Background: an optimization exercise with open tools, aiming at small area, a short achievable clock period and few clock cycles per item. Do not read the settings as production practice. The RTL was checked by simulation tests, not by an equivalence proof against the original design. Power is estimated from default activity; no workload was simulated.

==> flow/design.v <==
module relu_backward_unit #(
   parameter int Row_Limit = 10,
   parameter int Lanes     = 10
) (
   input  logic                             clk,
   input  logic                             rst,
   input  logic                             fwd_valid,
   output logic                             fwd_ready,
   input  logic [5*Row_Limit*Row_Limit-1:0] fwd_matrix,
   input  logic                             grad_valid,
   output logic                             grad_ready,
   input  logic [5*Row_Limit*Row_Limit-1:0] grad_matrix,
   output logic                             out_valid,
   input  logic                             out_ready,
   output logic [5*Row_Limit*Row_Limit-1:0] out_matrix,
   output logic                             mask_valid,
   output logic                             busy
);
   localparam int NN = Row_Limit * Row_Limit;
   logic [NN-1:0]   mask_q, mask_d;
   logic            mask_valid_q;
   logic [5*NN-1:0] out_q, out_d;
   logic            out_valid_q;
   logic            hold, grad_hs;
   assign hold    = out_valid_q && !out_ready;
   assign grad_hs = grad_valid && grad_ready;
   always_comb begin
      for (int i = 0; i < NN; i++) begin
         if (fwd_valid)
            mask_d[i] = !fwd_matrix[4*NN+i] &&
                        (fwd_matrix[3*NN+i] || fwd_matrix[2*NN+i] ||
                         fwd_matrix[NN+i]   || fwd_matrix[i]);
         else
            mask_d[i] = mask_q[i];
      end
      for (int i = 0; i < NN; i++) begin
         for (int k = 0; k < 5; k++) begin
            out_d[k*NN+i] = hold ? out_q[k*NN+i] : (mask_d[i] & grad_matrix[k*NN+i]);
         end
      end
   end
   always_ff @(posedge clk) begin
      mask_q <= mask_d;
      out_q  <= out_d;
   end
   always_ff @(posedge clk or posedge rst) begin
      if (rst) begin
         mask_valid_q <= 1'b0;
         out_valid_q  <= 1'b0;
      end else begin
         if (fwd_valid) mask_valid_q <= 1'b1;
         out_valid_q <= hold || grad_hs;
      end
   end
   assign fwd_ready  = 1'b1;
   assign grad_ready = mask_valid_q && !hold;
   assign busy       = out_valid_q;
   assign out_valid  = out_valid_q;
   assign out_matrix = out_q;
   assign mask_valid = mask_valid_q;
endmodule
==> flow/run.sh <==
#!/bin/bash
# synth_recipe.tcl (not shown) runs the flow's synth.tcl, then flattens the netlist and writes it again
# the make line also repeats each setting of config.mk as NAME=value (left out here)
make -C /OpenROAD-flow-scripts/flow DESIGN_CONFIG=/design/flow/config.mk WORK_HOME=/design/flow/orfs CLKGATE_MAP_FILE= SYNTH_SCRIPT=/design/flow/synth_recipe.tcl finish
==> flow/config.mk <==
export PLATFORM = sky130hd
export DESIGN_NAME = relu_backward_unit
export DESIGN_NICKNAME = relu_backward_unit
export VERILOG_FILES = /design/flow/design.v
export SDC_FILE = /design/flow/constraint.sdc
export NUM_CORES = 4
export LEC_CHECK = 0
export CAP_MARGIN = 20
export CORE_MARGIN = 2
export CORE_UTILIZATION = 55
export SLEW_MARGIN = 20
==> flow/constraint.sdc <==
create_clock -name core_clock -period 5.0 [get_ports {clk}]
set_input_delay 1.0000 -clock core_clock [delete_from_list [all_inputs] [get_ports {clk}]]
set_output_delay 1.0000 -clock core_clock [all_outputs]
set_load 0.01 [all_outputs]
==> results of run 1 <==
kinds of logic after synthesis:
logic type	Yosys count
buffers and inverters	114
AND/OR/NAND/NOR	1205
AO/OA/AOI/OAI	500
other	1
flip-flops	602
==> flow_summary.json, run 1 <==
{
  "synth.most_common_cell": "nand3b_1",
  "ys_seq_area_share_pct": 59.9,
  "dieHeight_um": 238,
  "ys_seq_elements": 602,
  "ys.flop_type": "edfxtp_1",
  "initial_core_util_pct": 55.8,
  "synthSimpleGateAreaFrac_pct": 28.4,
  "die_w_um": 238,
  "synth_common_cells": "962 x nand3b_1, 600 x edfxtp_1, 372 x o21ai_0",
  "yosys.area_share.xor_xnor_pct": 0,
  "rows": 85,
  "yosysTopAreaCell": "edfxtp_1",
  "synth.area.mux_share_pct": 0,
  "syn-cell-area_sq_um": 30200,
  "syn-num-nets": 3427,
  "synth_top_cell_area_share_pct": 59.7,
  "synth.distinct_cells": 22,
  "synth_adder_area_share_pct": 0,
  "yosysWarnings": 1,
  "synth_top_family_by_area": "simple AND/OR/NAND/NOR gates",
  "postSynth.asyncResetShare_pct": 0.332,
  "error": "[ERROR PPL-0024] Number of IO pins (1510) exceeds maximum number of available positions (856). Increase the die perimeter from 952.66um to 2053.60um.",
  "outcome": "did not finish",
  "synth_compound_area_share_pct": 8.61,
  "yosys-top-cells-area": "edfxtp_1 60%, nand3b_1 24%, o21ai_0 6.2%",
  "avgSynthCellArea_sq_um": 12.5,
  "synth_edf_count": 600,
  "netlist_instances": 2422,
  "lastStage": "I/O pin placement"
}
Testbench counts, summed over its fixed seeds: cycles 1,095, grads 767.
==> run 2: changes to the inputs <==
--- a/flow/config.mk
+++ b/flow/config.mk
@@ -7,5 +7,6 @@
 export LEC_CHECK = 0
 export CAP_MARGIN = 20
 export CORE_MARGIN = 2
-export CORE_UTILIZATION = 55
+export CORE_UTILIZATION = 70
+export PLACE_DENSITY = 0.8
 export SLEW_MARGIN = 20
==> flow_summary.json, run 2 <==
{
  "outcome": "did not finish",
  "lastStage": "I/O pin placement",
  "error": "[ERROR PPL-0024] Number of IO pins (1510) exceeds maximum number of available positions (760). Increase the die perimeter from 846.26um to 2053.60um.",
  "synth.most_common_cell": "nand3b_1",
  "syn-num-nets": 3427,
  "syn-cell-area_sq_um": 30200,
  "ys.flop_type": "edfxtp_1",
  "avgSynthCellArea_sq_um": 12.5,
  "initial_core_util_pct": 70.5,
  "synth.distinct_cells": 22,
  "yosysTopAreaCell": "edfxtp_1",
  "ys_seq_area_share_pct": 59.9,
  "synth_top_cell_area_share_pct": 59.7,
  "synth_common_cells": "962 x nand3b_1, 600 x edfxtp_1, 372 x o21ai_0",
  "yosysWarnings": 1,
  "rows": 76,
  "die_w_um": 212,
  "dieHeight_um": 212,
  "postSynth.asyncResetShare_pct": 0.332,
  "ys_seq_elements": 602,
  "yosys-top-cells-area": "edfxtp_1 60%, nand3b_1 24%, o21ai_0 6.2%",
  "synth_edf_count": 600,
  "netlist_instances": 2422
}
## run 2: kinds of logic after synthesis
group | share of synthesized area [%]
AND/OR/NAND/NOR | 28.4
flip-flops | 59.9
AO/OA/AOI/OAI | 8.61
buffers and inverters | 3.10
other | 0.0124
==> run 3: changes to the inputs <==
--- a/flow/config.mk
+++ b/flow/config.mk
@@ -6,7 +6,6 @@
 export NUM_CORES = 4
 export LEC_CHECK = 0
 export CAP_MARGIN = 20
-export CORE_MARGIN = 2
-export CORE_UTILIZATION = 70
-export PLACE_DENSITY = 0.8
+export CORE_AREA = 2 2 978 82
+export DIE_AREA = 0 0 980 84
 export SLEW_MARGIN = 20
==> flow_summary.json, run 3 <==
{
  "ys.flop_type": "edfxtp_1",
  "cts_resized": 0,
  "powerDensity_nw_per_um2": 284,
  "fmax_mhz": 280,
  "wl_mm": 141,
  "period_share_pct": 71.5,
  "hold_violations": 0,
  "cts_buffers": 39,
  "h-tree-depth": 2,
  "ioPinCount": 1510,
  "clkSinkCount": 602,
  "ys_seq_area_share_pct": 59.9,
  "root_buffer": "clkbuf_16",
  "netlist_instances": 2422,
  "drc": 0,
  "layout_commonest_cell": "clkdlybuf4s50_1",
  "setup_tns_ns": 0,
  "reg2reg_depth": 3,
  "slew_violations": 0,
  "num_vias": 28630,
  "r2r-end": "out_q[35]",
  "ctsHoldBuffers": 0,
  "postSynth.asyncResetShare_pct": 0.332,
  "synth.most_common_cell": "nand3b_1",
  "final_cells": 5055,
  "dieHeight_um": 84,
  "total_power_w": 0.0135,
  "grt_pass1_wl_mm": 194,
  "fill_cells": 6015,
  "core_area_sq_um": 77000,
  "startpoint": "out_ready",
  "drive_gt1_share_pct": 3.39,
  "yosysWarnings": 1,
  "syn-num-nets": 3427,
  "cp.arrival_ns": 2.57,
  "grt_max_degree": 147,
  "ys_seq_elements": 602,
  "worst_pin_slew_ns": 1.10,
  "cp_max_fo": 23,
  "clkTransAtPathRegs_ns": 0.10,
  "outcome": "no timing/DRC/antenna violations",
  "avgViaCountPerCell": 5.66,
  "hold_path.class": "in -> async",
  "synth_edf_count": 600,
  "placed_area_sq_um": 46100,
  "ff2ff_setup_slack_ns": 2.43,
  "place_congestion": 1.27,
  "grt_usage_pct": 33.2,
  "die_w_um": 980,
  "yosys-top-cells-area": "edfxtp_1 60%, nand3b_1 24%, o21ai_0 6.2%",
  "rsz0062_at_grt": "no",
  "cts_buffer_depth": 3,
  "io_buffer_count": 1508,
  "startpoint_type": "input port",
  "multiInputGateArea_sq_um": 11200,
  "antenna_found_initial": 79,
  "synth.distinct_cells": 22,
  "finalInstanceArea_sq_um": 47700,
  "grt_pass1_vias": 26213,
  "max_slew_margin_pct": 26.3,
  "clk_latency_ns": 0.66,
  "seq_area_sq_um": 18100,
  "post-dp-hpwl_mm": 113,
  "layout.nets": 4895,
  "area_growth_pct": 58.1,
  "mostFrequentLayoutCells": "1,507 x clkdlybuf4s50_1, 962 x nand3b_1, 600 x edfxtp_1",
  "maxCapViolations": 0,
  "dp.cells": 4933,
  "synth_top_cell_area_share_pct": 59.7,
  "die-area_sq_um": 82300,
  "initial_core_util_pct": 39.2,
  "worst_ep_required_time_ns": 4.00,
  "avgRoutedWirePerCell_um": 27.9,
  "p_leak_nw": 15.7,
  "synth_common_cells": "962 x nand3b_1, 600 x edfxtp_1, 372 x o21ai_0",
  "cts_setup_buffers": 0,
  "min_period_ns": 3.57,
  "ant_nets": 0,
  "cts_tree": "built",
  "first_pass_iters": 6,
  "rows": 29,
  "endpoint_kind": "output port",
  "rr_startpoint": "out_valid_q",
  "grt_overflow": 0,
  "drt-initial-drc-count": 3309,
  "avgSynthCellArea_sq_um": 12.5,
  "yosysTopAreaCell": "edfxtp_1",
  "finalSetupViolCount": 0,
  "ir_drop_mv": 0.263,
  "syn-cell-area_sq_um": 30200,
  "finClkSkew_ns": 0.0279,
  "path_class": "in -> out"
}
[run 3: worst max-delay path by stage]
| stage | cells past startpoint | end |
|---|---|---|
| 2_1_floorplan | 2 | grad_ready |
| 3_3_place_gp | 4 | grad_ready |
| 3_5_place_dp | 4 | grad_ready |
| 4_1_cts | 4 | grad_ready |
| 5_1_grt | 4 | grad_ready |
| 6_report | 4 | grad_ready |
[run 3: area by class of cell]
| class | count | share of cell area, % |
|---|---|---|
| multi-input combinational | 1706 | 23.6 |
| sequential | 602 | 37.9 |
| inverter | 1 | 0.00787 |
| timing repair buffer | 1540 | 32.4 |
| clock buffer | 44 | 2.18 |
| clock inverter | 26 | 0.795 |
| tap | 1085 | 2.85 |
| antenna | 51 | 0.268 |
[run 3: power breakdown]
group | switching [W] | total, W | internal, W
combinational | 0.00130 | 0.00296 | 0.00166
clock | 0.00220 | 0.00419 | 0.00199
sequential | 0.000222 | 0.00635 | 0.00613
total | 0.00372 | 0.0135 | 0.00979
[run 3: critical path, cell delays in order]
cell	delay [ns]
clkdlybuf4s50_1	0.46
nand2b_4	0.37
and2_1	0.20
clkdlybuf4s50_1	0.54
[run 3: per-stage QoR]
| stage | util [%] | hold slack [ns] | setup WS [ns] |
|---|---|---|---|
| CTS | 61.7 | 0.456 | 1.43 |
| global placement | 59.8 | 0.519 | 1.45 |
| floorplan | - | 0.529 | -0.902 |
| global route | 61.8 | 0.459 | 1.39 |
| finish | 61.9 | 0.491 | 1.43 |
| detailed placement | 59.9 | 0.520 | 1.45 |
[run 3: kinds of logic after synthesis]
kind of cell / Yosys count / synth area share, %
simple gates: 1205 / 28.4
flops: 602 / 59.9
compound gates: 500 / 8.61
buf+inv: 114 / 3.10
other cells: 1 / 0.0124
[run 3: layer usage]
| layer | share of wire, % | routed length (um) | GRT usage, % |
|---|---|---|---|
| met5 | 0.21 | 301 | 0 |
| met4 | 0.94 | 1330 | 2.71 |
| met3 | 13 | 19000 | 17.4 |
| met2 | 39 | 55500 | 45.1 |
| met1 | 46 | 64800 | 48.0 |
==> run 4: changes to the inputs <==
--- a/flow/design.v
+++ b/flow/design.v
@@ -24,19 +24,16 @@
    logic            hold, grad_hs;
    assign hold    = out_valid_q && !out_ready;
    assign grad_hs = grad_valid && grad_ready;
+   logic [NN-1:0] pos, sel;
    always_comb begin
       for (int i = 0; i < NN; i++) begin
-         if (fwd_valid)
-            mask_d[i] = !fwd_matrix[4*NN+i] &&
-                        (fwd_matrix[3*NN+i] || fwd_matrix[2*NN+i] ||
-                         fwd_matrix[NN+i]   || fwd_matrix[i]);
-         else
-            mask_d[i] = mask_q[i];
-      end
-      for (int i = 0; i < NN; i++) begin
-         for (int k = 0; k < 5; k++) begin
-            out_d[k*NN+i] = hold ? out_q[k*NN+i] : (mask_d[i] & grad_matrix[k*NN+i]);
-         end
+         pos[i] = !fwd_matrix[4*NN+i] &&
+                  (fwd_matrix[3*NN+i] || fwd_matrix[2*NN+i] ||
+                   fwd_matrix[NN+i]   || fwd_matrix[i]);
+         mask_d[i] = (fwd_valid & pos[i]) | (!fwd_valid & mask_q[i]);
+         sel[i] = !hold & mask_d[i];
+         for (int k = 0; k < 5; k++)
+            out_d[k*NN+i] = (hold & out_q[k*NN+i]) | (sel[i] & grad_matrix[k*NN+i]);
       end
    end
    always_ff @(posedge clk) begin
@@ -48,7 +45,7 @@
          mask_valid_q <= 1'b0;
          out_valid_q  <= 1'b0;
       end else begin
-         if (fwd_valid) mask_valid_q <= 1'b1;
+         mask_valid_q <= mask_valid_q | fwd_valid;
          out_valid_q <= hold || grad_hs;
       end
    end
==> flow/flow/run.sh (new file) <==
#!/bin/bash
# Standard layout, with the port buffers inserted as the smallest plain buffer
# instead of the delay buffer buffer_ports picks by default.
set -euo pipefail
export BUFFER_PORTS_ARGS="-buffer_cell sky130_fd_sc_hd__buf_1"
bash standard.sh > standard_flow.log 2>&1
==> flow/standard.sh (new file) <==
#!/bin/bash
# synth_recipe.tcl (not shown) runs the flow's synth.tcl, then flattens the netlist and writes it again
# the make line also repeats each setting of config.mk as NAME=value (left out here)
make -C /OpenROAD-flow-scripts/flow DESIGN_CONFIG=/design/flow/config.mk WORK_HOME=/design/flow/orfs CLKGATE_MAP_FILE= SYNTH_SCRIPT=/design/flow/synth_recipe.tcl "${@:-finish}"
--- a/flow/config.mk
+++ b/flow/config.mk
@@ -5,7 +5,11 @@
 export SDC_FILE = /design/flow/constraint.sdc
 export NUM_CORES = 4
 export LEC_CHECK = 0
+export ABC_AREA = 1
 export CAP_MARGIN = 20
-export CORE_AREA = 2 2 978 82
-export DIE_AREA = 0 0 980 84
+export CORE_AREA = 2 2 998 58
+export CTS_CLUSTER_DIAMETER = 40
+export CTS_CLUSTER_SIZE = 12
+export DIE_AREA = 0 0 1000 60
+export SETUP_SLACK_MARGIN = 2.3
 export SLEW_MARGIN = 20
removed: flow/run.sh
==> flow_summary.json, run 4 <==
{
  "ff2ff_setup_slack_ns": 2.49,
  "die-area_sq_um": 60000,
  "outcome": "no timing/DRC/antenna violations",
  "max_slew_margin_pct": 31.7,
  "clk_latency_ns": 0.71,
  "setup_tns_ns": 0,
  "cpMaxStageDelayCell": "dfrtp_1",
  "ir_drop_mv": 0.284,
  "layout_commonest_cell": "buf_1",
  "hold_path.class": "in -> async",
  "postSynth.asyncResetShare_pct": 0.332,
  "total_power_w": 0.0117,
  "seq_area_sq_um": 12100,
  "root_buffer": "clkbuf_16",
  "num_vias": 26395,
  "drive_gt1_share_pct": 2.06,
  "avgRoutedWirePerCell_um": 22.2,
  "first_pass_iters": 8,
  "yosysWarnings": 1,
  "rr_startpoint": "out_valid_q",
  "path_class": "reg -> out",
  "largest_reg_flops": 500,
  "reg2reg_depth": 8,
  "largestRegisters": "out_q: 500 flops, mask_q: 100 flops",
  "grt_overflow": 0,
  "avgSynthCellArea_sq_um": 7.37,
  "post-dp-hpwl_mm": 90.1,
  "ioPinCount": 1510,
  "slew_violations": 0,
  "netlist_instances": 2947,
  "io_buffer_count": 1508,
  "slowest_delay_ns": 0.38,
  "synth_top_cell_area_share_pct": 55.3,
  "cts_buffers": 56,
  "layout.nets": 5411,
  "rsz0062_at_grt": "no",
  "synth.most_common_cell": "nand2_1",
  "mostFrequentLayoutCells": "1,507 x buf_1, 1,403 x nand2_1, 600 x dfxtp_1",
  "period_share_pct": 51.5,
  "powerDensity_nw_per_um2": 396,
  "grt_pass1_wl_mm": 158,
  "core_area_sq_um": 54200,
  "h-tree-depth": 2,
  "clkTransAtPathRegs_ns": 0.07,
  "synth_common_cells": "1,403 x nand2_1, 600 x dfxtp_1, 500 x nand3_1",
  "ctsHoldBuffers": 0,
  "ys_seq_elements": 602,
  "yosys-top-cells-area": "dfxtp_1 55%, nand2_1 24%, nand3_1 12%",
  "endpoint_kind": "output port",
  "worst_pin_slew_ns": 1.02,
  "rows": 20,
  "p_leak_nw": 13.3,
  "startpoint_type": "register",
  "grt_pass1_vias": 21787,
  "fill_cells": 5562,
  "r2r-end": "out_q[47]",
  "ys_seq_area_share_pct": 55.5,
  "initial_core_util_pct": 40.1,
  "ys.flop_type": "dfxtp_1",
  "grt_usage_pct": 37.9,
  "avgViaCountPerCell": 5.03,
  "synth_edf_count": 0,
  "drc": 0,
  "finClkSkew_ns": 0.0409,
  "place_congestion": 1.52,
  "clkSinkCount": 602,
  "cts_buffer_depth": 3,
  "syn-num-nets": 3952,
  "cp_max_fo": 12,
  "area_growth_pct": 36.0,
  "worst_ep_required_time_ns": 4.00,
  "hold_violations": 0,
  "die_w_mm": 1.00,
  "antenna_found_initial": 62,
  "crit_chain": "inv_1, nor2_4, buf_12, nor2_1, clkbuf_2",
  "cp.arrival_ns": 1.58,
  "fmax_mhz": 388,
  "ant_nets": 0,
  "wl_mm": 117,
  "synth.distinct_cells": 14,
  "yosysTopAreaCell": "dfxtp_1",
  "dieHeight_um": 60,
  "finalSetupViolCount": 0,
  "drt-initial-drc-count": 3721,
  "regMostFlops": "out_q",
  "maxCapViolations": 0,
  "multiInputGateArea_sq_um": 8910,
  "cts_tree": "built",
  "min_period_ns": 2.58,
  "grt_max_degree": 182,
  "syn-cell-area_sq_um": 21700
}
run 4: cell types whose count changed after synthesis, sizes merged, moves of 29 or more:
cell and delta:
o31ai -38, nand3 +500, dfxtp +600, edfxtp -600, buf +29, nand2 +1363
o21ai -462, nor4 -100, nand3b -962, nor2 +202
run 4: report_power, final:
group	leakage [nW]	switching [W]	internal, W
clock	0.719	0.00226	0.00201
combinational	7.62	0.00134	0.000588
sequential	5.00	0.000227	0.00526
total	13.3	0.00384	0.00786
run 4: repair_timing:
action	CTS	global route
resized for setup	3	1
endpoints found under the hold margin	0	0
cloned	1	1
endpoints found under the setup margin	1	1
buffers inserted	1	3
pin swaps	1	1
run 4: stage by stage:
step                worst slack [ns]  hold slack (ns)  utilization (%)  instance area (sq um)  std cells
CTS                             2.32            0.118             54.3                  29400       5197
floorplan                       2.48            0.474                -                  21700       2947
finish                          2.42            0.147             54.6                  29600       5251
global placement                1.99            0.436             51.5                  27900       5134
detailed placement              1.97            0.437             51.5                  27900       5134
global route                    2.34            0.126             54.5                  29500       5232
run 4: worst max-delay path by stage:
stage               cells past startpoint  slack, ns    endpoint        start
detailed placement                      5       1.97  grad_ready    out_ready
global route                            5       2.34  grad_ready  out_valid_q
CTS                                     5       2.32  grad_ready  out_valid_q
floorplan                               3       2.48  grad_ready    out_ready
finish                                  5       2.42  grad_ready  out_valid_q
global placement                        5       1.99  grad_ready    out_ready
run 4: cell families after synthesis:
| family | Yosys count | synth area share [%] |
|---|---|---|
| and+or+nand+nor | 2205 | 41.0 |
| DFF | 602 | 55.5 |
| buffers and inverters | 139 | 3.46 |
| other | 1 | 0.0173 |
run 4: area by class of cell:
type	count	area share, %
flip-flops and latches	602	40.8
multi-input cells	2206	30.2
repair buffers	1535	20.2
clock buffers	58	4.84
well taps	792	3.35
diodes	50	0.423
inverters	5	0.114
clock inverters	3	0.0974
run 4: per-layer routing:
layer  wire (um)  track usage (%)  up-vias
li1            -                -    12274
met1       57100             57.5    12299
met2       36800             39.4     1578
met3       21100             25.6      198
met4        1000             3.33       46
met5         775             11.3        -
run 4: critical path, delay by kind of cell, from the launching register on:
family                 cells  cell delay, ns
flip-flops                 1            0.38
buffers and inverters      3            0.37
AND/OR/NAND/NOR            2            0.14
Testbench counts of run 4, summed over its fixed seeds: cycles 1,095, grads 767.
==> run 5: changes to the inputs <==
--- a/flow/design.v
+++ b/flow/design.v
@@ -22,6 +22,8 @@
    logic [5*NN-1:0] out_q, out_d;
    logic            out_valid_q;
    logic            hold, grad_hs;
+   logic            mask_valid_d, out_valid_d;
+   logic            accept_free_q, accept_if_q;
    assign hold    = out_valid_q && !out_ready;
    assign grad_hs = grad_valid && grad_ready;
    logic [NN-1:0] pos, sel;
@@ -42,15 +44,21 @@
    end
    always_ff @(posedge clk or posedge rst) begin
       if (rst) begin
-         mask_valid_q <= 1'b0;
-         out_valid_q  <= 1'b0;
+         mask_valid_q  <= 1'b0;
+         out_valid_q   <= 1'b0;
+         accept_free_q <= 1'b0;
+         accept_if_q   <= 1'b0;
       end else begin
-         mask_valid_q <= mask_valid_q | fwd_valid;
-         out_valid_q <= hold || grad_hs;
+         mask_valid_q  <= mask_valid_d;
+         out_valid_q   <= out_valid_d;
+         accept_free_q <= mask_valid_d && !out_valid_d;
+         accept_if_q   <= mask_valid_d && out_valid_d;
       end
    end
    assign fwd_ready  = 1'b1;
-   assign grad_ready = mask_valid_q && !hold;
+   assign mask_valid_d = mask_valid_q || fwd_valid;
+   assign out_valid_d  = hold || grad_hs;
+   assign grad_ready   = accept_free_q || (accept_if_q && out_ready);
    assign busy       = out_valid_q;
    assign out_valid  = out_valid_q;
    assign out_matrix = out_q;
==> flow/config.mk (replaced) <==
export PLATFORM = sky130hd
export DESIGN_NAME = relu_backward_unit
export DESIGN_NICKNAME = relu_backward_unit
export VERILOG_FILES = /design/flow/design.v
export SDC_FILE = /design/flow/constraint.sdc
export NUM_CORES = 4
export LEC_CHECK = 0
export ABC_AREA = 1
export CAP_MARGIN = 20
export CORE_AREA = 2 2 758 62
export DIE_AREA = 0 0 760 64
export SETUP_SLACK_MARGIN = 2.7
export SLEW_MARGIN = 20
==> flow_summary.json, run 5 <==
{
  "outcome": "no timing/DRC/antenna violations",
  "drive_gt1_share_pct": 4.18,
  "rr_startpoint": "out_valid_q",
  "ant_nets": 0,
  "synth_top_cell_area_share_pct": 54.5,
  "place_congestion": 0.930,
  "clkSinkCount": 604,
  "hold_path.class": "in -> async",
  "grt_overflow": 0,
  "syn-cell-area_sq_um": 22000,
  "sw_frac_of_total_pct": 30.3,
  "cts_buffers": 35,
  "worst_pin_slew_ns": 0.945,
  "clkPwrFrac_pct": 32.3,
  "largest_reg_flops": 500,
  "synth_edf_count": 0,
  "max_slew_margin_pct": 37.0,
  "num_vias": 23717,
  "finClkSkew_ns": 0.0221,
  "grt_pass1_vias": 22243,
  "slowest_delay_ns": 0.15,
  "clk_latency_ns": 0.63,
  "reg2reg_depth": 6,
  "wl_mm": 73.7,
  "grt_usage_pct": 29.4,
  "ys_seq_elements": 604,
  "yosys-top-cells-area": "dfxtp_1 54%, nand2_1 22%, nand3_1 11%",
  "maxCapViolations": 0,
  "grt-busiest-layer": "met2",
  "yosysWarnings": 1,
  "ir_drop_mv": 0.228,
  "setup_tns_ns": 0,
  "grt_use_met1_pct": 37.5,
  "die_w_um": 760,
  "seq_area_sq_um": 12100,
  "worst_ep_required_time_ns": 4.00,
  "ioPinCount": 1510,
  "synth.most_common_cell": "nand2_1",
  "ys_seq_area_share_pct": 54.9,
  "synth.distinct_cells": 16,
  "cp_max_fo": 2,
  "p_leak_nw": 13.2,
  "cts_tree": "built",
  "met3_usage_pct": 8.51,
  "r2r-end": "out_q[267]",
  "synth_common_cells": "1,302 x nand2_1, 600 x dfxtp_1, 500 x nand3_1",
  "root_buffer": "clkbuf_16",
  "drc": 0,
  "cpMaxStageDelayCell": "a21o_1",
  "h-tree-depth": 2,
  "post-dp-hpwl_mm": 54.2,
  "p_int_w": 0.00770,
  "pwr-share-comb_pct": 17.4,
  "powerDensity_nw_per_um2": 378,
  "path_class": "in -> out",
  "die-area_sq_um": 48600,
  "core_area_sq_um": 43100,
  "layout.nets": 5386,
  "layout_commonest_cell": "buf_1",
  "ff2ff_setup_slack_ns": 2.89,
  "rows": 21,
  "avgViaCountPerCell": 4.72,
  "layout_setup_ws_ns": 2.61,
  "crit_end": "grad_ready",
  "fmax_mhz": 419,
  "postSynth.asyncResetShare_pct": 0.662,
  "cts_setup_buffers": 0,
  "slew_violations": 0,
  "syn-num-nets": 3956,
  "ys.flop_type": "dfxtp_1",
  "rsz0062_at_grt": "yes",
  "cp.arrival_ns": 1.39,
  "avgSynthCellArea_sq_um": 7.47,
  "post-place-ws_ns": 2.18,
  "finalSetupViolCount": 0,
  "yosysTopAreaCell": "dfxtp_1",
  "initial_core_util_pct": 51.1,
  "switchingPower_w": 0.00335,
  "area_growth_pct": 32.8,
  "grt_pass1_wl_mm": 114,
  "clkTransAtPathRegs_ns": 0.09,
  "largestRegisters": "out_q: 500 flops, mask_q: 100 flops",
  "endpoint_kind": "output port",
  "netlist_instances": 2951,
  "use_met2_pct": 50.8,
  "regMostFlops": "out_q",
  "fill_cells": 4070,
  "drt-initial-drc-count": 1535,
  "antenna_found_initial": 2,
  "grt_max_degree": 189,
  "avgRoutedWirePerCell_um": 14.7,
  "startpoint": "out_ready",
  "io_buffer_count": 1508,
  "period_share_pct": 47.8,
  "cts_buffer_depth": 3,
  "startpoint_type": "input port",
  "seq_power_share_pct": 50.3,
  "hold_violations": 0,
  "first_pass_iters": 5,
  "min_period_ns": 2.39,
  "mostFrequentLayoutCells": "1,505 x buf_1, 1,302 x nand2_1, 599 x dfxtp_1",
  "multiInputGateArea_sq_um": 9180,
  "dieHeight_um": 64,
  "crit_chain": "buf_6, a21o_1, buf_2"
}
-- run 5: through the flow --
step	hold WS [ns]	cells	util, %	power, W	cell area, sq um
detailed placement	0.437	4964	64.9	0.00757	28000
global placement	0.435	4964	64.9	0.00753	28000
CTS	0.198	5026	67.8	0.0111	29200
global route	0.195	5028	67.9	0.0116	29300
floorplan	0.471	2951	-	0.00671	22000
finish	0.225	5029	67.9	0.0111	29300
-- run 5: cells by family (layout without fill, tap and decap cells) --
kind of cell / Yosys count / count (layout) / share of synthesized area (%)
other: 1 / 3 / 0.0170
AO/OA/AOI/OAI: 2 / 2 / 0.0567
AND/OR/NAND/NOR: 2205 / 2205 / 41.5
buffers and inverters: 139 / 1594 / 3.45
flip-flops: 604 / 604 / 54.9
-- run 5: cell type report --
type                       count  share of cell area [%]
sequential                   604                    41.4
multi-input combinational   2208                    31.3
timing repair buffer        1527                    20.3
clock buffer                  47                    3.46
tap                          621                    2.65
clock inverter                15                   0.735
inverter                       5                   0.115
antenna                        2                  0.0171
-- run 5: per-layer routing --
layer	part of all wire (%)	vias to the layer above	wire (um)
li1	-	12175	-
met1	44	10890	32700
met2	48	556	35000
met3	6.6	96	4870
met4	1.4	0	1020
met5	0	-	0
-- run 5: worst min path at each step --
stage	from	endpoint	slack [ns]	depth (start not counted)
after floorplan	mask_q[0]	mask_q[0]	0.47	2
after global placement	out_q[449]	out_q[449]	0.43	2
after detailed placement	out_q[494]	out_q[494]	0.44	2
after CTS	rst	accept_if_q	0.20	2
after global routing	rst	accept_if_q	0.19	2
final	rst	accept_free_q	0.22	2
-- run 5: timing repair --
action                     4_1_cts  5_1_grt
cloned                           0        1
hold endpoints to repair         0        0
resized for setup                6        3
pin swaps                        1        1
hold buffers                     0        0
setup endpoints to repair        5      140
-- run 5: critical path: cells and delay by family --
family          cells  cell delay, ns
buf+inv             2            0.24
compound gates      1            0.15
-- run 5: power by group through the flow --
| stage | clock, W | sequential (W) | combinational, W |
|---|---|---|---|
| floorplan | 0 | 0.00586 | 0.000844 |
| global placement | 0 | 0.00566 | 0.00188 |
| detailed placement | 0 | 0.00566 | 0.00191 |
| CTS | 0.00364 | 0.00556 | 0.00192 |
| global route | 0.00389 | 0.00562 | 0.00214 |
| finish | 0.00357 | 0.00556 | 0.00192 |
Testbench counts of run 5, summed over its fixed seeds: cycles 1,095, grads 767.
==> run 6: changes to the inputs <==
==> flow/flow/run.sh (replaced) <==
#!/bin/bash
# Standard layout, with the port buffers inserted as the smallest plain buffer
# instead of the delay buffer buffer_ports picks by default, and pins allowed
# on every routing track so the die can be smaller.
set -euo pipefail
export BUFFER_PORTS_ARGS="-buffer_cell sky130_fd_sc_hd__buf_1"
export PLACE_PINS_ARGS="-min_distance 1 -min_distance_in_tracks"
bash standard.sh > standard_flow.log 2>&1
--- a/flow/config.mk
+++ b/flow/config.mk
@@ -7,7 +7,7 @@
 export LEC_CHECK = 0
 export ABC_AREA = 1
 export CAP_MARGIN = 20
-export CORE_AREA = 2 2 758 62
-export DIE_AREA = 0 0 760 64
+export CORE_AREA = 2 2 398 108
+export DIE_AREA = 0 0 400 110
 export SETUP_SLACK_MARGIN = 2.7
 export SLEW_MARGIN = 20
==> flow_summary.json, run 6 <==
{
  "outcome": "did not finish",
  "lastStage": "global routing",
  "error": "[ERROR GRT-0116] Global routing finished with congestion. Check the congestion regions in the DRC Viewer.",
  "grt_overflow": 14,
  "ioPinCount": 1510,
  "cts_buffers": 44,
  "dp.cells": 4897,
  "grt_usage_pct": 36.8,
  "grt_max_degree": 241,
  "place_congestion": 0.958,
  "synth.most_common_cell": "nand2_1",
  "dieHeight_um": 110,
  "avgSynthCellArea_sq_um": 7.47,
  "ys.flop_type": "dfxtp_1",
  "rows": 38,
  "h-tree-depth": 2,
  "grt_pass1_wl_mm": 125,
  "yosys-top-cells-area": "dfxtp_1 54%, nand2_1 22%, nand3_1 11%",
  "syn-num-nets": 3956,
  "ctsHoldBuffers": 0,
  "grt_pass1_vias": 24621,
  "postSynth.asyncResetShare_pct": 0.662,
  "syn-cell-area_sq_um": 22000,
  "ys_seq_area_share_pct": 54.9,
  "netlist_instances": 2951,
  "yosysWarnings": 1,
  "io_buffer_count": 1508,
  "synth.distinct_cells": 16,
  "clkSinkCount": 604,
  "initial_core_util_pct": 53.9,
  "post-dp-hpwl_mm": 59.0,
  "yosysTopAreaCell": "dfxtp_1",
  "die_w_um": 400,
  "synth_common_cells": "1,302 x nand2_1, 600 x dfxtp_1, 500 x nand3_1",
  "synth_top_cell_area_share_pct": 54.5,
  "cts_buffer_depth": 3,
  "synth_edf_count": 0,
  "root_buffer": "clkbuf_16",
  "ys_seq_elements": 604
}
==> run 6: cell counts after synthesis <==
Identical to the previous run, type by type.
==> run 6: timing repair <==
action	4_1_cts
resized for setup	5
pin swaps	1
cloned	1
setup buffers	6
endpoints found under the setup margin	42
==> run 6: worst min path at each step <==
stage / startpoint / to / slack (ns)
detailed placement: out_q[77] / out_q[77] / 0.44
CTS: rst / accept_if_q / 0.26
global placement: out_q[195] / out_q[195] / 0.43
floorplan: mask_q[0] / mask_q[0] / 0.47
==> run 6: metal layers <==
metal  GRT overflow  global-route usage [%]
met5              0                    3.13
met4              3                    38.8
met3              1                    12.3
met2             10                    58.2
met1              0                    38.3
==> run 6: cell families after synthesis <==
family          synth area share (%)
flops                           54.9
other cells                   0.0170
buf+inv                         3.45
simple gates                    41.5
compound gates                0.0567
==> run 6: power groups by stage <==
stage          clock (W)  combinational (W)  sequential (W)
2_1_floorplan          0           0.000844         0.00586
3_3_place_gp           0            0.00189         0.00565
3_5_place_dp           0            0.00193         0.00566
4_1_cts          0.00408            0.00197         0.00556
==> run 6: stage by stage <==
step | area (sq um) | setup WS [ns] | total power [W] | util (%) | hold slack, ns
3_3_place_gp | 27900 | 1.93 | 0.00754 | 68.1 | 0.435
2_1_floorplan | 22000 | 2.83 | 0.00671 | - | 0.471
4_1_cts | 29600 | 2.59 | 0.0116 | 72.3 | 0.261
3_5_place_dp | 27900 | 1.85 | 0.00759 | 68.1 | 0.437
==> run 7: changes to the inputs <==
--- a/flow/design.v
+++ b/flow/design.v
@@ -1,3 +1,34 @@
+module relu_pos (
+   input  logic [4:0] fwd,
+   output logic       pos
+);
+   assign pos = !(fwd[4] || !(fwd[3] || fwd[2] || fwd[1] || fwd[0]));
+endmodule
+module relu_mask_next (
+   input  logic load,
+   input  logic load_n,
+   input  logic pos,
+   input  logic q,
+   output logic d
+);
+   assign d = (load & pos) | (load_n & q);
+endmodule
+module relu_sel (
+   input  logic hold_n,
+   input  logic mask,
+   output logic sel
+);
+   assign sel = hold_n & mask;
+endmodule
+module relu_out_bit (
+   input  logic hold,
+   input  logic q,
+   input  logic sel,
+   input  logic grad,
+   output logic d
+);
+   assign d = (hold & q) | (sel & grad);
+endmodule
 module relu_backward_unit #(
    parameter int Row_Limit = 10,
    parameter int Lanes     = 10
@@ -17,25 +48,44 @@
    output logic                             busy
 );
    localparam int NN = Row_Limit * Row_Limit;
-   logic [NN-1:0]   mask_q, mask_d;
+   logic [NN-1:0]   mask_q, mask_d, sel;
    logic            mask_valid_q;
    logic [5*NN-1:0] out_q, out_d;
    logic            out_valid_q;
-   logic            hold, grad_hs;
+   logic            hold, hold_n, fwd_valid_n, grad_hs;
    logic            mask_valid_d, out_valid_d;
    logic            accept_free_q, accept_if_q;
    assign hold    = out_valid_q && !out_ready;
+   assign hold_n  = !hold;
+   assign fwd_valid_n = !fwd_valid;
    assign grad_hs = grad_valid && grad_ready;
-   logic [NN-1:0] pos, sel;
-   always_comb begin
-      for (int i = 0; i < NN; i++) begin
-         pos[i] = !fwd_matrix[4*NN+i] &&
-                  (fwd_matrix[3*NN+i] || fwd_matrix[2*NN+i] ||
-                   fwd_matrix[NN+i]   || fwd_matrix[i]);
-         mask_d[i] = (fwd_valid & pos[i]) | (!fwd_valid & mask_q[i]);
-         sel[i] = !hold & mask_d[i];
-         for (int k = 0; k < 5; k++)
-            out_d[k*NN+i] = (hold & out_q[k*NN+i]) | (sel[i] & grad_matrix[k*NN+i]);
+   for (genvar i = 0; i < NN; i++) begin : g_elem
+      logic pos;
+      relu_pos u_pos (
+         .fwd ({fwd_matrix[4*NN+i], fwd_matrix[3*NN+i], fwd_matrix[2*NN+i],
+                fwd_matrix[NN+i], fwd_matrix[i]}),
+         .pos (pos)
+      );
+      relu_mask_next u_mask (
+         .load   (fwd_valid),
+         .load_n (fwd_valid_n),
+         .pos    (pos),
+         .q      (mask_q[i]),
+         .d      (mask_d[i])
+      );
+      relu_sel u_sel (
+         .hold_n (hold_n),
+         .mask   (mask_d[i]),
+         .sel    (sel[i])
+      );
+      for (genvar k = 0; k < 5; k++) begin : g_bit
+         relu_out_bit u_bit (
+            .hold (hold),
+            .q    (out_q[k*NN+i]),
+            .sel  (sel[i]),
+            .grad (grad_matrix[k*NN+i]),
+            .d    (out_d[k*NN+i])
+         );
       end
    end
    always_ff @(posedge clk) begin
@@ -55,12 +105,12 @@
          accept_if_q   <= mask_valid_d && out_valid_d;
       end
    end
-   assign fwd_ready  = 1'b1;
    assign mask_valid_d = mask_valid_q || fwd_valid;
    assign out_valid_d  = hold || grad_hs;
    assign grad_ready   = accept_free_q || (accept_if_q && out_ready);
-   assign busy       = out_valid_q;
-   assign out_valid  = out_valid_q;
-   assign out_matrix = out_q;
-   assign mask_valid = mask_valid_q;
+   assign fwd_ready    = 1'b1;
+   assign busy         = out_valid_q;
+   assign out_valid    = out_valid_q;
+   assign out_matrix   = out_q;
+   assign mask_valid   = mask_valid_q;
 endmodule
==> flow/flow/run.sh (replaced) <==
#!/bin/bash
# Standard layout, with the port buffers inserted as the smallest plain buffer
# instead of the delay buffer buffer_ports picks by default.
set -euo pipefail
export BUFFER_PORTS_ARGS="-buffer_cell sky130_fd_sc_hd__buf_1"
bash standard.sh > standard_flow.log 2>&1
--- a/flow/config.mk
+++ b/flow/config.mk
@@ -5,9 +5,9 @@
 export SDC_FILE = /design/flow/constraint.sdc
 export NUM_CORES = 4
 export LEC_CHECK = 0
-export ABC_AREA = 1
 export CAP_MARGIN = 20
-export CORE_AREA = 2 2 398 108
-export DIE_AREA = 0 0 400 110
+export CORE_AREA = 2 2 758 62
+export DIE_AREA = 0 0 760 64
 export SETUP_SLACK_MARGIN = 2.7
 export SLEW_MARGIN = 20
+export SYNTH_HIERARCHICAL = 1
==> flow_summary.json, run 7 <==
{
  "rr_startpoint": "out_valid_q",
  "mostFrequentLayoutCells": "1,469 x buf_1, 600 x a22o_1, 597 x dfxtp_1",
  "min_period_ns": 2.39,
  "endpoint_kind": "output port",
  "yosysWarnings": 7,
  "drive_gt1_share_pct": 4.18,
  "regMostFlops": "out_q",
  "dp.cells": 3665,
  "die_w_um": 760,
  "cpLargestDelayFamily": "buffers and inverters",
  "avgSynthCellArea_sq_um": 12.6,
  "clkSinkCount": 604,
  "dieHeight_um": 64,
  "h-tree-depth": 2,
  "fmax_mhz": 418,
  "drt-initial-drc-count": 2446,
  "cp.depth": 3,
  "path_class": "in -> out",
  "synth.distinct_cells": 16,
  "cpMaxStageDelayCell": "a21o_1",
  "worst_pin_slew_ns": 0.841,
  "syn-num-nets": 2524,
  "area_growth_pct": 42.1,
  "crit_chain": "buf_6, a21o_1, buf_6",
  "initial_core_util_pct": 44.2,
  "rows": 21,
  "clk_latency_ns": 0.63,
  "io_buffer_count": 1508,
  "setup_tns_ns": 0,
  "cts_buffers": 35,
  "grt_max_degree": 109,
  "ys_seq_elements": 604,
  "finish.utilization_pct": 62.9,
  "cp.arrival_ns": 1.39,
  "post-dp-hpwl_mm": 79.0,
  "synth_edf_count": 0,
  "postSynth.asyncResetShare_pct": 0.662,
  "max_slew_margin_pct": 43.9,
  "ys.flop_type": "dfxtp_1",
  "ys_seq_area_share_pct": 63.5,
  "antenna_found_initial": 24,
  "r2r-end": "out_q[143]",
  "cts_tree": "built",
  "grt_pass1_vias": 17976,
  "ant_nets": 0,
  "avgRoutedWirePerCell_um": 26.3,
  "slowest_delay_ns": 0.17,
  "worst_ep_required_time_ns": 4.00,
  "root_buffer": "clkbuf_16",
  "finalSetupViolCount": 0,
  "final_cells": 3746,
  "slew_violations": 0,
  "avgViaCountPerCell": 5.56,
  "reg2reg_depth": 4,
  "hold_path.class": "in -> async",
  "crit_end": "grad_ready",
  "cts_buffer_depth": 3,
  "powerDensity_nw_per_um2": 423,
  "yosysTopAreaCell": "dfxtp_1",
  "syn-cell-area_sq_um": 19100,
  "rsz0062_at_grt": "yes",
  "clkTransAtPathRegs_ns": 0.10,
  "grt_pass1_wl_mm": 134,
  "ff2ff_setup_slack_ns": 2.81,
  "first_pass_iters": 5,
  "synth_common_cells": "600 x a22o_1, 600 x dfxtp_1, 101 x nor2_1",
  "synth_top_cell_area_share_pct": 62.9,
  "cp_max_fo": 3,
  "period_share_pct": 47.9,
  "finClkSkew_ns": 0.0189,
  "ioPinCount": 1510,
  "outcome": "no timing/DRC/antenna violations",
  "maxCapViolations": 0,
  "p_leak_nw": 10.5,
  "crit_top_cell": "buf_6",
  "wl_mm": 98.7,
  "path_buf_inv": 2,
  "num_vias": 20827,
  "largestRegisters": "out_q: 500 flops, mask_q: 100 flops",
  "startpoint_type": "input port",
  "layout.nets": 4091,
  "ir_drop_mv": 0.276,
  "grt_usage_pct": 38.5,
  "grt_overflow": 0,
  "place_congestion": 1.08,
  "drc": 0,
  "yosys-top-cells-area": "dfxtp_1 63%, a22o_1 28%, and2_1 3.3%",
  "hold_violations": 0,
  "core_area_sq_um": 43100,
  "startpoint": "out_ready",
  "layout_commonest_cell": "buf_1",
  "netlist_instances": 1519,
  "die-area_sq_um": 48600,
  "largest_reg_flops": 500
}
run 7: cell count changes after synthesis, moves of 2 or more:
cell     change
a22o_1     +600
and2_1     +100
buf_1        -2
buf_2      -119
buf_6       -11
nand2_1   -1301
nand2_2    -100
nand3_1    -498
nor2_1     -201
nor4_1     +100
run 7: logic make-up (layout without fill, tap and decap cells):
kind of cell / after synthesis / after routing / share of synthesized area, %
AOI/OAI and AO/OA: 603 / 603 / 27.7
and+or+nand+nor: 305 / 305 / 8.69
other: 1 / 16 / 0.0196
buffers and inverters: 6 / 1597 / 0.157
DFF: 604 / 604 / 63.5
run 7: timing repair:
item,in CTS,in global routing
setup endpoints to repair,329,369
pin swaps,1,1
endpoints found under the hold margin,0,0
buffers inserted,1,2
gates cloned,1,1
hold buffers,0,0
resized for setup,27,31
run 7: worst reg2reg max path, delay by kind of cell, from the launching register on:
kind	cells	cell delay (ns)
AND/OR/NAND/NOR	1	0.46
AO/OA/AOI/OAI	1	0.32
buffers and inverters	2	0.84
flip-flops	1	0.46
run 7: how the worst min path moves through the flow:
stage | startpoint | to | slack [ns] | depth (start not counted)
after floorplan | mask_q[0] | mask_q[0] | 0.43 | 1
after global placement | mask_q[9] | mask_q[9] | 0.44 | 1
after detailed placement | mask_q[57] | mask_q[57] | 0.44 | 1
after CTS | rst | accept_free_q | 0.19 | 2
after global routing | rst | accept_if_q | 0.19 | 2
final | rst | mask_valid_q | 0.21 | 2
run 7: final cells by class:
| cell class | instances | area [sq um] |
|---|---|---|
| antenna | 15 | 37.5 |
| clock buffer | 47 | 1030 |
| clock inverter | 14 | 174 |
| fill | 3804 | 16000 |
| inverter | 4 | 35.0 |
| multi-input combinational | 909 | 6950 |
| sequential | 604 | 12100 |
| tap | 621 | 777 |
| timing repair buffer | 1530 | 5980 |
| timing repair inverter | 2 | 16.3 |
run 7: Yosys stat by module (local to each module, per instance):
module | copies in the design | area, sq um
relu_out_bit | 500 | 8.76
relu_pos | 100 | 10.0
relu_sel | 100 | 6.26
relu_mask_next | 100 | 8.76
relu_backward_unit | 1 | 12200
run 7: layer usage:
metal	vias up	track usage (%)	share of wire [%]
li1	9196	-	-
met1	10523	61.1	48
met2	998	44.8	36
met3	86	18.8	15
met4	24	2.58	0.40
met5	-	3.06	0.51
run 7: metrics by stage:
step           setup WS (ns)  total power (W)  hold slack [ns]  instance area, sq um
2_1_floorplan           2.26          0.00671            0.431                 19100
3_3_place_gp            1.78          0.00784            0.444                 25700
3_5_place_dp            1.74          0.00786            0.444                 25700
4_1_cts                 2.57           0.0114            0.194                 27000
5_1_grt                 2.60           0.0119            0.190                 27100
6_report                2.61           0.0115            0.211                 27100
run 7: report_power, final:
part	internal, W	switching [W]
sequential	0.00537	0.000295
clock	0.00164	0.00196
combinational	0.000857	0.00136
total	0.00787	0.00362
Testbench counts of run 7, summed over its fixed seeds: cycles 1,095, grads 767.
==> run 8: changes to the inputs <==
--- a/flow/config.mk
+++ b/flow/config.mk
@@ -7,6 +7,7 @@
 export LEC_CHECK = 0
 export CAP_MARGIN = 20
 export CORE_AREA = 2 2 758 62
+export CTS_BUF_LIST = sky130_fd_sc_hd__clkbuf_4 sky130_fd_sc_hd__clkbuf_8
 export DIE_AREA = 0 0 760 64
 export SETUP_SLACK_MARGIN = 2.7
 export SLEW_MARGIN = 20
==> flow_summary.json, run 8 <==
{
  "outcome": "no timing/DRC/antenna violations",
  "ir_drop_mv": 0.282,
  "seq_power_share_pct": 49.0,
  "grt_usage_pct": 39.2,
  "regMostFlops": "out_q",
  "core_area_sq_um": 43100,
  "path_class": "reg -> out",
  "synth.distinct_cells": 16,
  "wl_met3_mm": 15.0,
  "num_vias": 20912,
  "slew_violations": 0,
  "drc": 0,
  "hold_path.class": "in -> async",
  "die_w_um": 760,
  "path_buf_inv": 1,
  "crit_chain": "a21o_1, buf_6",
  "h-tree-depth": 2,
  "wl_mm": 100,
  "cpMaxStageDelayCell": "dfrtp_1",
  "ys_seq_elements": 604,
  "synth_common_cells": "600 x a22o_1, 600 x dfxtp_1, 101 x nor2_1",
  "avgViaCountPerCell": 5.52,
  "routed.top_layer": "met5",
  "area_growth_pct": 47.3,
  "period_share_pct": 49.6,
  "layout.nets": 4118,
  "initial_core_util_pct": 44.2,
  "cts_buffers": 54,
  "place_congestion": 1.08,
  "cts_tree": "built",
  "finClkSkew_ns": 0.0680,
  "switchingPower_w": 0.00370,
  "drive_gt1_share_pct": 20.4,
  "grt_pass1_vias": 18181,
  "layout_commonest_cell": "buf_1",
  "post-dp-hpwl_mm": 79.0,
  "first_pass_iters": 5,
  "slowest_delay_ns": 0.40,
  "cts_buffer_depth": 3,
  "ant_nets": 0,
  "die-area_sq_um": 48600,
  "ys.flop_type": "dfxtp_1",
  "avgSynthCellArea_sq_um": 12.6,
  "worst_ep_required_time_ns": 4.00,
  "finalSetupViolCount": 0,
  "hold_violations": 0,
  "cp_max_fo": 2,
  "clkTransAtPathRegs_ns": 0.12,
  "clk_latency_ns": 0.75,
  "ys_seq_area_share_pct": 63.5,
  "cp.arrival_ns": 1.48,
  "yosys-top-cells-area": "dfxtp_1 63%, a22o_1 28%, and2_1 3.3%",
  "p_int_w": 0.00794,
  "ioPinCount": 1510,
  "io_buffer_count": 1508,
  "rows": 21,
  "powerDensity_nw_per_um2": 414,
  "rsz0062_at_grt": "yes",
  "endpoint_kind": "output port",
  "syn-num-nets": 2524,
  "root_buffer": "clkbuf_8",
  "worst_pin_slew_ns": 1.01,
  "yosysTopAreaCell": "dfxtp_1",
  "wl_met2_mm": 36.0,
  "mostFrequentLayoutCells": "1,161 x buf_1, 600 x a22o_1, 437 x dfxtp_1",
  "antenna_found_initial": 23,
  "dieHeight_um": 64,
  "drt-initial-drc-count": 2502,
  "synth_top_cell_area_share_pct": 62.9,
  "total_power_w": 0.0116,
  "sw_frac_of_total_pct": 31.7,
  "drt-met1-wl_mm": 48.7,
  "synth_edf_count": 0,
  "p_leak_nw": 11.8,
  "cpLargestDelayFamily": "flip-flops",
  "clkSinkCount": 604,
  "holdWs_ns": 0.0651,
  "syn-cell-area_sq_um": 19100,
  "clkPwrFrac_pct": 30.7,
  "netlist_instances": 1519,
  "startpoint_type": "register",
  "yosysWarnings": 7,
  "min_period_ns": 2.48,
  "cp.depth": 2,
  "postSynth.asyncResetShare_pct": 0.662,
  "pwr-share-comb_pct": 20.4,
  "avgRoutedWirePerCell_um": 26.5,
  "reg2reg_depth": 5,
  "max_slew_margin_pct": 32.3,
  "grt_overflow": 0,
  "fmax_mhz": 403,
  "maxCapViolations": 0,
  "grt_max_degree": 109,
  "grt_pass1_wl_mm": 136,
  "largestRegisters": "out_q: 500 flops, mask_q: 100 flops",
  "fill_cells": 3694,
  "setup_tns_ns": 0,
  "largest_reg_flops": 500
}
-- run 8: cell counts after synthesis --
No cell type changed its count.
-- run 8: per-layer routing --
| layer | GRT usage [%] | vias up |
|---|---|---|
| met5 | 0 | - |
| met4 | 2.51 | 20 |
| li1 | - | 9258 |
| met3 | 20.2 | 80 |
| met2 | 45.2 | 1047 |
| met1 | 62.1 | 10507 |
-- run 8: what timing repair did --
action	CTS	global route
endpoints found under the hold margin	0	0
setup buffers	1	8
pin swaps	1	0
hold buffers	0	0
gates cloned	2	1
endpoints found under the setup margin	311	563
gates resized for setup	239	402
-- run 8: area by class of cell --
cell class	instances	area (sq um)	share of cell area (%)
multi-input combinational	910	6950	24.7
timing repair inverter	2	13.8	0.0489
inverter	4	35.0	0.125
antenna	11	27.5	0.0979
clock inverter	11	135	0.481
tap	621	777	2.76
timing repair buffer	1537	6770	24.1
clock buffer	87	1090	3.88
sequential	604	12300	43.8
-- run 8: through the flow --
stage | std cells | worst slack (ns) | area (sq um) | util [%]
floorplan | 1519 | 2.26 | 19100 | -
global placement | 3665 | 1.78 | 25700 | 59.6
detailed placement | 3665 | 1.74 | 25700 | 59.6
CTS | 3766 | 2.52 | 27400 | 63.4
global route | 3776 | 2.48 | 28100 | 65.1
finish | 3787 | 2.52 | 28100 | 65.2
-- run 8: per-module statistics from Yosys, one instance, submodules excluded --
module              flip-flops and latches  cell area (sq um)  cells inside
relu_backward_unit                     604              12200           619
relu_mask_next                           0               8.76             1
relu_out_bit                             0               8.76             1
relu_pos                                 0               10.0             2
relu_sel                                 0               6.26             1
-- run 8: worst paths after layout --
path,slack [ns],endpoint,start
max in group asynchronous,4.75,out_valid_q,rst
min in group core_clock,0.43,out_q[169],grad_matrix[169]
worst min-delay path,0.07,accept_if_q,rst
worst max-delay path,2.52,grad_ready,accept_if_q
worst min register to register,0.47,mask_q[45],mask_q[45]
worst max register to register,2.71,out_q[327],out_valid_q
-- run 8: kinds of logic (layout without fill, tap and decap cells) --
group                  Yosys count  in the layout  synth area share, %
other                            1             12               0.0196
buffers and inverters            6           1641                0.157
AND/OR/NAND/NOR                305            306                 8.69
flip-flops                     604            604                 63.5
AO/OA/AOI/OAI                  603            603                 27.7
-- run 8: power groups by stage --
stage                     sequential, W  combinational (W)  clock [W]
after CTS                       0.00565            0.00220    0.00355
after floorplan                 0.00594           0.000772          0
after global routing            0.00575            0.00248    0.00383
after global placement          0.00574            0.00210          0
after detailed placement        0.00575            0.00212          0
final                           0.00570            0.00237    0.00357
==> run 9: changes to the inputs <==
==> flow/flow/run.sh (replaced) <==
#!/bin/bash
# Standard layout, with the port buffers inserted as the smallest plain buffer
# instead of the delay buffer buffer_ports picks by default, and the ports of
# the one input-to-output path (out_ready to grad_ready) placed
# side by side.
set -euo pipefail
export BUFFER_PORTS_ARGS="-buffer_cell sky130_fd_sc_hd__buf_1"
export PLACE_PINS_ARGS="-group_pins {out_ready grad_ready}"
bash standard.sh > standard_flow.log 2>&1
--- a/flow/config.mk
+++ b/flow/config.mk
@@ -7,7 +7,6 @@
 export LEC_CHECK = 0
 export CAP_MARGIN = 20
 export CORE_AREA = 2 2 758 62
-export CTS_BUF_LIST = sky130_fd_sc_hd__clkbuf_4 sky130_fd_sc_hd__clkbuf_8
 export DIE_AREA = 0 0 760 64
 export SETUP_SLACK_MARGIN = 2.7
 export SLEW_MARGIN = 20
==> flow_summary.json, run 9 <==
{
  "outcome": "no timing/DRC/antenna violations",
  "p_leak_nw": 10.5,
  "startpoint_type": "input port",
  "rows": 21,
  "mostFrequentLayoutCells": "1,475 x buf_1, 600 x a22o_1, 599 x dfxtp_1",
  "dieHeight_um": 64,
  "path_buf_inv": 2,
  "first_pass_iters": 5,
  "cts_tree": "built",
  "ir_drop_mv": 0.275,
  "synth_top_cell_area_share_pct": 62.9,
  "largest_reg_flops": 500,
  "ioPinCount": 1510,
  "avgViaCountPerCell": 5.54,
  "cp_max_fo": 2,
  "clk_latency_ns": 0.63,
  "grt_pass1_wl_mm": 133,
  "cts_buffers": 35,
  "ys_seq_elements": 604,
  "grt_max_degree": 88,
  "clkSinkCount": 604,
  "slew_violations": 0,
  "avgRoutedWirePerCell_um": 26.3,
  "post-dp-hpwl_mm": 78.2,
  "hold_path.class": "in -> async",
  "crit_chain": "buf_8, a21o_4, buf_6",
  "layout.nets": 4092,
  "rr_startpoint": "out_valid_q",
  "avgSynthCellArea_sq_um": 12.6,
  "grt_usage_pct": 38.4,
  "ctsHoldBuffers": 0,
  "netlist_instances": 1519,
  "drc": 0,
  "startpoint": "out_ready",
  "worst_pin_slew_ns": 0.909,
  "fill_cells": 3917,
  "grt_pass1_vias": 17890,
  "slowest_delay_ns": 0.23,
  "wl_mm": 98.4,
  "maxCapViolations": 0,
  "path_class": "in -> out",
  "drt-initial-drc-count": 2362,
  "synth.distinct_cells": 16,
  "grt_overflow": 0,
  "worst_ep_required_time_ns": 4.00,
  "endpoint_kind": "output port",
  "place_congestion": 1.10,
  "root_buffer": "clkbuf_16",
  "layout_commonest_cell": "buf_1",
  "postSynth.asyncResetShare_pct": 0.662,
  "io_buffer_count": 1508,
  "ant_nets": 0,
  "h-tree-depth": 2,
  "regMostFlops": "out_q",
  "die_w_um": 760,
  "finalSetupViolCount": 0,
  "synth_common_cells": "600 x a22o_1, 600 x dfxtp_1, 101 x nor2_1",
  "cpLargestDelayFamily": "buffers and inverters",
  "num_vias": 20750,
  "powerDensity_nw_per_um2": 423,
  "max_slew_margin_pct": 38.8,
  "drive_gt1_share_pct": 3.98,
  "min_period_ns": 2.46,
  "core_area_sq_um": 43100,
  "finish.utilization_pct": 62.8,
  "cts_buffer_depth": 3,
  "fmax_mhz": 406,
  "ys.flop_type": "dfxtp_1",
  "antenna_found_initial": 27,
  "clkTransAtPathRegs_ns": 0.10,
  "yosysTopAreaCell": "dfxtp_1",
  "hold_violations": 0,
  "largestRegisters": "out_q: 500 flops, mask_q: 100 flops",
  "post-place-ws_ns": 1.98,
  "finClkSkew_ns": 0.0180,
  "cpMaxStageDelayCell": "a21o_4",
  "die-area_sq_um": 48600,
  "period_share_pct": 49.3,
  "rsz0062_at_grt": "yes",
  "initial_core_util_pct": 44.2,
  "syn-cell-area_sq_um": 19100,
  "ys_seq_area_share_pct": 63.5,
  "synth_edf_count": 0,
  "holdWs_ns": 0.236,
  "syn-num-nets": 2524,
  "yosys-top-cells-area": "dfxtp_1 63%, a22o_1 28%, and2_1 3.3%",
  "layout_setup_ws_ns": 2.54,
  "setup_tns_ns": 0,
  "area_growth_pct": 42.1,
  "yosysWarnings": 7,
  "cp.arrival_ns": 1.46
}
-- run 9: cell counts after synthesis --
Identical to the previous run, type by type.
-- run 9: Yosys stat by module, one instance, submodules excluded --
module / times used / area (sq um) / flip-flops and latches
relu_backward_unit: 1 / 12200 / 604
relu_mask_next: 100 / 8.76 / 0
relu_out_bit: 500 / 8.76 / 0
relu_pos: 100 / 10.0 / 0
relu_sel: 100 / 6.26 / 0
-- run 9: layout make-up --
type                       instances  area, sq um  area share [%]
clock buffer                      44          992            3.66
inverter                           4         45.0           0.166
timing repair inverter             1         8.76          0.0323
sequential                       604        12100            44.7
tap                              621          777            2.87
timing repair buffer            1530         5970            22.0
clock inverter                    18          201           0.743
antenna                           13         32.5           0.120
multi-input combinational        911         6970            25.7
-- run 9: cells by family (layout without fill, tap and decap cells) --
logic type | after synthesis | after routing | share of synthesized area [%]
flops | 604 | 604 | 63.5
simple gates | 305 | 307 | 8.69
compound gates | 603 | 603 | 27.7
other cells | 1 | 14 | 0.0196
buf+inv | 6 | 1597 | 0.157
-- run 9: per-stage QoR --
stage               instance area, sq um  total power (W)  cells
floorplan                          19100          0.00671   1519
detailed placement                 25700          0.00786   3663
global placement                   25700          0.00784   3663
finish                             27100           0.0115   3746
CTS                                27000           0.0114   3729
global route                       27100           0.0119   3733
-- run 9: timing repair --
| item | in CTS | in global routing |
|---|---|---|
| setup buffers | 3 | 2 |
| pin swaps | 1 | 1 |
| gates resized for setup | 24 | 19 |
| endpoints found under the hold margin | 0 | 0 |
| cloned | 1 | 2 |
| setup endpoints to repair | 304 | 181 |
-- run 9: final timing paths --
check	to	slack, ns	depth (start not counted)
setup / recovery	grad_ready	2.54	3
hold / removal	mask_valid_q	0.24	2
setup reg to reg	out_q[268]	2.61	6
hold reg to reg	mask_q[10]	0.47	1
max in group asynchronous	out_valid_q	4.58	2
min in group core_clock	mask_q[10]	0.47	1
-- run 9: power by group --
group	total [W]	switching (W)	internal, W	leakage (nW)
registers	0.00566	0.000292	0.00537	5.02
clock network	0.00357	0.00193	0.00164	0.589
logic	0.00224	0.00137	0.000868	4.90
-- run 9: layer usage --
layer / vias to the layer above / global-route usage [%] / share of wire (%)
met5: - / 0 / 0.17
met4: 26 / 1.89 / 0.45
met3: 86 / 20.1 / 15
met2: 1007 / 45.0 / 36
met1: 10440 / 60.2 / 49
li1: 9191 / - / -
==> run 10: changes to the inputs <==
--- a/flow/design.v
+++ b/flow/design.v
@@ -29,6 +29,14 @@
 );
    assign d = (hold & q) | (sel & grad);
 endmodule
+module relu_ready (
+   input  logic free,
+   input  logic cond,
+   input  logic out_ready,
+   output logic ready
+);
+   assign ready = free | (cond & out_ready);
+endmodule
 module relu_backward_unit #(
    parameter int Row_Limit = 10,
    parameter int Lanes     = 10
@@ -58,7 +66,7 @@
    assign hold    = out_valid_q && !out_ready;
    assign hold_n  = !hold;
    assign fwd_valid_n = !fwd_valid;
-   assign grad_hs = grad_valid && grad_ready;
+   assign grad_hs = grad_valid && (accept_free_q || (accept_if_q && out_ready));
    for (genvar i = 0; i < NN; i++) begin : g_elem
       logic pos;
       relu_pos u_pos (
@@ -107,7 +115,12 @@
    end
    assign mask_valid_d = mask_valid_q || fwd_valid;
    assign out_valid_d  = hold || grad_hs;
-   assign grad_ready   = accept_free_q || (accept_if_q && out_ready);
+   relu_ready u_ready (
+      .free      (accept_free_q),
+      .cond      (accept_if_q),
+      .out_ready (out_ready),
+      .ready     (grad_ready)
+   );
    assign fwd_ready    = 1'b1;
    assign busy         = out_valid_q;
    assign out_valid    = out_valid_q;
==> flow/flow/run.sh (replaced) <==
#!/bin/bash
# Standard layout, with the port buffers inserted as the smallest plain buffer
# instead of the delay buffer buffer_ports picks by default.
set -euo pipefail
export BUFFER_PORTS_ARGS="-buffer_cell sky130_fd_sc_hd__buf_1"
bash standard.sh > standard_flow.log 2>&1
==> flow_summary.json, run 10 <==
{
  "initial_core_util_pct": 44.3,
  "area_growth_pct": 41.3,
  "layout_setup_ws_ns": 2.58,
  "syn-num-nets": 2526,
  "reg2reg_depth": 5,
  "layout_commonest_cell": "buf_1",
  "root_buffer": "clkbuf_16",
  "antenna_found_initial": 27,
  "synth_top_cell_area_share_pct": 62.9,
  "outcome": "no timing/DRC/antenna violations",
  "setup_tns_ns": 0,
  "rr_startpoint": "out_valid_q",
  "slowest_delay_ns": 0.18,
  "io_buffer_count": 1508,
  "regMostFlops": "out_q",
  "hold_path.class": "in -> async",
  "h-tree-depth": 2,
  "fmax_mhz": 413,
  "finClkSkew_ns": 0.0316,
  "largestRegisters": "out_q: 500 flops, mask_q: 100 flops",
  "total_power_w": 0.0111,
  "cpLargestDelayFamily": "buffers and inverters",
  "clkTransAtPathRegs_ns": 0.10,
  "drc": 0,
  "cts_buffers": 35,
  "ctsHoldBuffers": 0,
  "avgRoutedWirePerCell_um": 26.9,
  "yosysTopAreaCell": "dfxtp_1",
  "clk_latency_ns": 0.64,
  "grt_overflow": 0,
  "min_period_ns": 2.42,
  "largest_reg_flops": 500,
  "yosys-top-cells-area": "dfxtp_1 63%, a22o_1 28%, and2_1 3.3%",
  "startpoint_type": "input port",
  "synth_edf_count": 0,
  "cp.arrival_ns": 1.42,
  "post-place-ws_ns": 1.79,
  "first_pass_iters": 6,
  "ant_nets": 0,
  "cpMaxStageDelayCell": "a21o_1",
  "synth_common_cells": "600 x a22o_1, 600 x dfxtp_1, 101 x nor2_1",
  "yosysWarnings": 7,
  "grt_usage_pct": 39.6,
  "path_class": "in -> out",
  "finalSetupViolCount": 0,
  "rsz0062_at_grt": "yes",
  "grt_pass1_wl_mm": 137,
  "mostFrequentLayoutCells": "1,480 x buf_1, 600 x a22o_1, 599 x dfxtp_1",
  "ioPinCount": 1510,
  "syn-cell-area_sq_um": 19100,
  "layout.nets": 4096,
  "synth.distinct_cells": 17,
  "holdWs_ns": 0.197,
  "ys_seq_elements": 604,
  "wl_mm": 101,
  "netlist_instances": 1521,
  "path_buf_inv": 2,
  "p_leak_nw": 10.4,
  "worst_pin_slew_ns": 0.915,
  "worst_ep_required_time_ns": 4.00,
  "hold_violations": 0,
  "ys_seq_area_share_pct": 63.4,
  "clkSinkCount": 604,
  "avgSynthCellArea_sq_um": 12.6,
  "crit_chain": "buf_8, a21o_1, buf_6",
  "dieHeight_um": 64,
  "cp_max_fo": 4,
  "r2r-end": "out_q[380]",
  "ir_drop_mv": 0.276,
  "grt_max_degree": 81,
  "powerDensity_nw_per_um2": 412,
  "max_slew_margin_pct": 39.0,
  "num_vias": 20993,
  "endpoint_kind": "output port",
  "post-dp-hpwl_mm": 81.5,
  "postSynth.asyncResetShare_pct": 0.662,
  "place_congestion": 1.07,
  "slew_violations": 0,
  "drt-initial-drc-count": 2748,
  "rows": 21,
  "ff2ff_setup_slack_ns": 2.84,
  "finish.utilization_pct": 62.5,
  "die-area_sq_um": 48600,
  "avgViaCountPerCell": 5.60,
  "die_w_um": 760,
  "core_area_sq_um": 43100,
  "ys.flop_type": "dfxtp_1",
  "maxCapViolations": 0,
  "cts_buffer_depth": 3,
  "grt_pass1_vias": 18030,
  "period_share_pct": 48.4,
  "cts_tree": "built",
  "drive_gt1_share_pct": 3.63
}
==> run 10: cell types whose count changed in the layout (fill, tap and decap cells not counted), sizes merged, moves of 2 or more <==
cell	delta
clkbuf	+3
buf	+5
bufinv	-4
clkinv	-4
nand2b	-2
inv	+2
==> run 10: through the flow <==
step,cells,instance area [sq um]
final,3747,27000
after global routing,3735,26900
after CTS,3735,26900
after detailed placement,3672,25700
after global placement,3672,25700
after floorplan,1521,19100
==> run 10: Yosys stat by module, one instance, submodules excluded <==
module	area (sq um)	flip-flops and latches	copies in the design	cells inside
relu_out_bit	8.76	0	500	1
relu_ready	7.51	0	1	1
relu_sel	6.26	0	100	1
relu_backward_unit	12200	604	1	620
relu_mask_next	8.76	0	100	1
relu_pos	10.0	0	100	2
==> run 10: what timing repair did <==
action	CTS	global route
resized for setup	21	25
buffers inserted	2	0
pin swaps	0	1
setup endpoints to repair	331	238
gates cloned	1	0
==> run 10: area by class of cell <==
class,instances,area (sq um)
repair inverters,1,7.51
clock inverters,12,80.1
multi-input cells,910,6950
inverters,5,26.3
fillers,3929,16200
clock buffers,48,997
repair buffers,1534,6000
flip-flops and latches,604,12100
well taps,621,777
diodes,12,30.0
==> run 10: report_power, final <==
part | internal, W | switching [W] | total, W
Clock | 0.00143 | 0.00196 | 0.00340
Sequential | 0.00533 | 0.000286 | 0.00562
Combinational | 0.000820 | 0.00127 | 0.00209
==> run 10: cell families after synthesis <==
group | count (synthesis) | share of synthesized area, %
compound gates | 605 | 27.7
flops | 604 | 63.4
simple gates | 304 | 8.66
buf+inv | 7 | 0.177
other cells | 1 | 0.0196
==> run 10: how the worst max path moves through the flow <==
stage | from | endpoint | slack (ns) | cells past startpoint
3_5_place_dp | out_ready | out_q[394] | 1.79 | 6
2_1_floorplan | out_ready | out_q[0] | -2.16 | 3
6_report | out_ready | grad_ready | 2.58 | 3
4_1_cts | out_ready | grad_ready | 2.57 | 3
3_3_place_gp | out_ready | out_q[494] | 1.85 | 6
5_1_grt | out_ready | grad_ready | 2.57 | 3
==> run 10: layer usage <==
layer	wire length [um]	share of wire (%)	vias to the layer above	global-route usage, %
li1	-	-	9196	-
met1	48900	49	10454	63.4
met2	35200	35	1236	45.6
met3	16100	16	83	19.9
met4	403	0.40	24	1.82
met5	138	0.14	-	0
Testbench counts of run 10, summed over its fixed seeds: cycles 1,095, grads 767.

[static timing again, ports no longer ideal]
Ports are ideal in the flow. The routed layouts listed here were re-timed in OpenROAD.
Step 1: set_driving_cell puts a clkbuf_16 on clk and a buf_2 on each other input, an assumption about the parent block.
Step 2 times the ports against the registers' clock, not the clock port: input delays grow and output delays shrink by t, the midpoint of the rising clock arrivals with the driver on.
Three values: no drivers, after step 1, after step 2; two values: the first two.
run	t (ns)	setup WS [ns]
run 3	0.700	1.425 / 1.394 / 1.394
run 4	0.783	2.425 / 2.336 / 1.737
run 5	0.708	2.611 / 2.574 / 2.194
run 7	0.697	2.606 / 2.556 / 2.081
run 8	0.797	2.520 / 2.448 / 1.895
run 9	0.688	2.537 / 2.421 / 1.867
run 10	0.718	2.578 / 2.488 / 2.050
After both steps every run listed still meets setup and hold.
